From an optimization exercise on the open Yosys and OpenROAD flow, aimed at small area, a short achievable clock period and few clock cycles; shortcuts taken in it are not production practice. In this exercise RTL edits were held to simulation tests only and were not proved equivalent to the original.

Setup of lane 1:
Design roulette_wheel_selector, start of the top module:
module roulette_wheel_selector #(
  parameter int unsigned MAX_MEMBERS = rws_pkg::DEFAULT_MAX_MEMBERS
) (
  input  logic                clk_i,
  input  logic                rst_ni,
  input  logic                in_valid_i,
  output logic                in_ready_o,
  input  logic [rws_pkg::OP_W-1:0]     in_op_i,
  input  logic [rws_pkg::WEIGHT_W-1:0] in_weight_i,
  input  logic [rws_pkg::RND_W-1:0]    in_random_word_i,
  output logic                out_valid_o,
  input  logic                out_ready_i,
  output logic [rws_pkg::INDEX_W-1:0]  out_index_o,
  output logic                out_status_o
);
  localparam int unsigned AW    = $clog2(MAX_MEMBERS);
  localparam int unsigned CW    = $clog2(MAX_MEMBERS + 1);
  localparam int unsigned SW    = WEIGHT_W + AW;           
  localparam int unsigned XW    = SW + 2;                  
  localparam int unsigned NROWS = RND_W;                   
  localparam int unsigned NS    = DIV_NS;                  
  localparam int unsigned NC    = CMP_NCH;                 
  localparam int unsigned NB    = NS + NC - 1;             
  localparam int unsigned FD    = NB + 2;                  
  localparam int unsigned FAW   = $clog2(FD);
  localparam int unsigned CAP   = FD + 1;                  
  localparam int unsigned KW    = $clog2(CAP + 1);
  logic              rdy_q, rdy_d;
  logic              nrdy_q;        
  logic              iv_q, iv_d;
  logic [OP_W-1:0]   iop_q;
  logic [WEIGHT_W-1:0] iw_q;
  logic [RND_W-1:0]  ir_q;
  logic [WEIGHT_W+1:0] iw3_q;       
  logic              init_q;
  logic [SW-1:0]     d_q;           
  logic [CW-1:0]     n_q;           
  logic              full;
  logic              slot_free;
  logic              slot_free_n;
  logic [MAX_MEMBERS-1:0] le;
  logic [NB-1:0]     dv_q;
  logic [SW-1:0]     rem_q [NS];
  logic [RND_W-1:0]  rb_q  [NS];
  logic [KW-1:0]     cred_q;
  logic busy, busy_n;
  logic go, go_clr, go_app, go_sel;
  logic app_q;                      
  logic [DIV_NS-1:0] ent;           
  logic              ent_any;
  ...
Settings: LEC_CHECK=0, CAP_MARGIN=20, CORE_MARGIN=2, CORE_UTILIZATION=55, SETUP_SLACK_MARGIN=2.7, SLEW_MARGIN=20, TNS_END_PERCENT=10; clock period 6.0 ns.
run.sh (not shown) runs the stock make flow with config.mk's settings and CLKGATE_MAP_FILE= SYNTH_SCRIPT=/design/flow/synth_recipe.tcl, a recipe that flattens the netlist after the stock synthesis.
Testbench counts of lane 1, summed over its fixed seeds: cycles 2,863.
Inputs modified between lane 1 and lane 2:
-- flow/design.v --
<<< lane 1, line 122
  logic busy, busy_n;
  logic go, go_clr, go_app, go_sel;
  logic app_q;                      
  logic [DIV_NS-1:0] ent;           
  logic              ent_any;
  logic do_clr, do_app, do_sel;
  logic out_take;
>>> lane 2, line 122
  logic busy, busy_n;
  logic go, go_clr, go_app, go_sel;
  logic do_clr, do_app, do_sel;
  logic out_take;
<<< lane 1, line 131
  assign go_clr    = !busy;
  assign go_app    = !busy && (full || slot_free);
  assign go_sel    = (cred_q < KW'(CAP)) && !(app_q && !ent_any);
  always_comb begin
    unique case (iop_q)
>>> lane 2, line 128
  assign go_clr    = !busy;
  assign go_app    = !busy && (full || slot_free);
  assign go_sel    = (cred_q < KW'(CAP));
  always_comb begin
    unique case (iop_q)
<<< lane 1, line 158
      OP_CLEAR:  go_n = !busy_n;
      OP_APPEND: go_n = !busy_n && (full_n || free_n);
      OP_SELECT: go_n = (cred_n < KW'(CAP)) && !(do_app && !ent_any);
      default:   go_n = 1'b1;
    endcase
>>> lane 2, line 155
      OP_CLEAR:  go_n = !busy_n;
      OP_APPEND: go_n = !busy_n && (full_n || free_n);
      OP_SELECT: go_n = (cred_n < KW'(CAP));
      default:   go_n = 1'b1;
    endcase
<<< lane 1, line 257
    end
  end
  always_ff @(posedge clk_i or negedge rst_ni) begin
    if (!rst_ni) app_q <= 1'b0;
>>> lane 2, line 254
    end
  end
  logic app_q;
  always_ff @(posedge clk_i or negedge rst_ni) begin
    if (!rst_ni) app_q <= 1'b0;
<<< lane 1, line 285
    end
  end
  always_comb begin
    ent = '0;
>>> lane 2, line 283
    end
  end
  logic [NS-1:0] ent;       
  logic          ent_any;
  always_comb begin
    ent = '0;
<<< lane 1, line 334
      r = rem_in;
      k = KLO;
      fz  = dz_q;
      f3z = d3z_q;
      if (s == 0) begin
        x  = XW'(rb_in[NROWS-1]);
>>> lane 2, line 334
      r = rem_in;
      k = KLO;
      if (s == 0) begin
        for (int i = 0; i <= XW; i++) begin
          fz[i]  = ((d_q >> i) == '0);
          f3z[i] = ((d3_q >> i) == '0);
        end
      end else begin
        fz  = dz_q;
        f3z = d3z_q;
      end
      if (s == 0) begin
        x  = XW'(rb_in[NROWS-1]);
Notes after the runs:
Critical path depth (higher): lane 1. Lane 2 reached the final stage; the timing, DRC and antenna checks on its layout passed. When lane 2 is measured against lane 1, its utilization after layout turns out 1.3 points lower. On overall routed net length, lane 1 and lane 2 are basically level. Sequential cell count: lane 2 vs lane 1, no meaningful difference. Lane 2 vs lane 1: global-route track usage on met1 up in lane 2. Lane 2 ends up with higher proportion of cell area occupied by registers than lane 1 does. Relative to lane 1, buffers plus inverters on the worst setup path has decreased by 2 in lane 2. Against lane 1, lane 2 comes in about 5% lower on total power. [lane 2 vs lane 1] minimum clock period after layout: lower in lane 2.
Testbench counts of lane 2, summed over its fixed seeds: cycles 2,863.

-- what the ideal ports hide --
Ports are ideal in the flow. The routed layouts listed here were re-timed in OpenROAD. Step 1, drivers: a clkbuf_16 drives clk_i and a buf_2 each remaining input, both assumed. Step 2, shift: input delay + t, output delay - t, t = (earliest + latest rising clock arrival at the registers) / 2. This alone moves slack from input paths to output paths. Three values: ideal, step 1, step 2; two values: the first two.
run | t (ns) | slack for setup (ns) | slew at the worst register clock pin (ns)
lane 1 | 0.992 | 2.072 / 2.072 / 1.420 | 0.07 / 0.07
lane 2 | 0.984 | 2.353 / 2.353 / 1.677 | 0.07 / 0.07
After both steps setup and hold are still met in every run listed. The setup slack of lane 2, which loses most, moves by 0.000 ns with the drivers and by -0.676 ns with both steps.
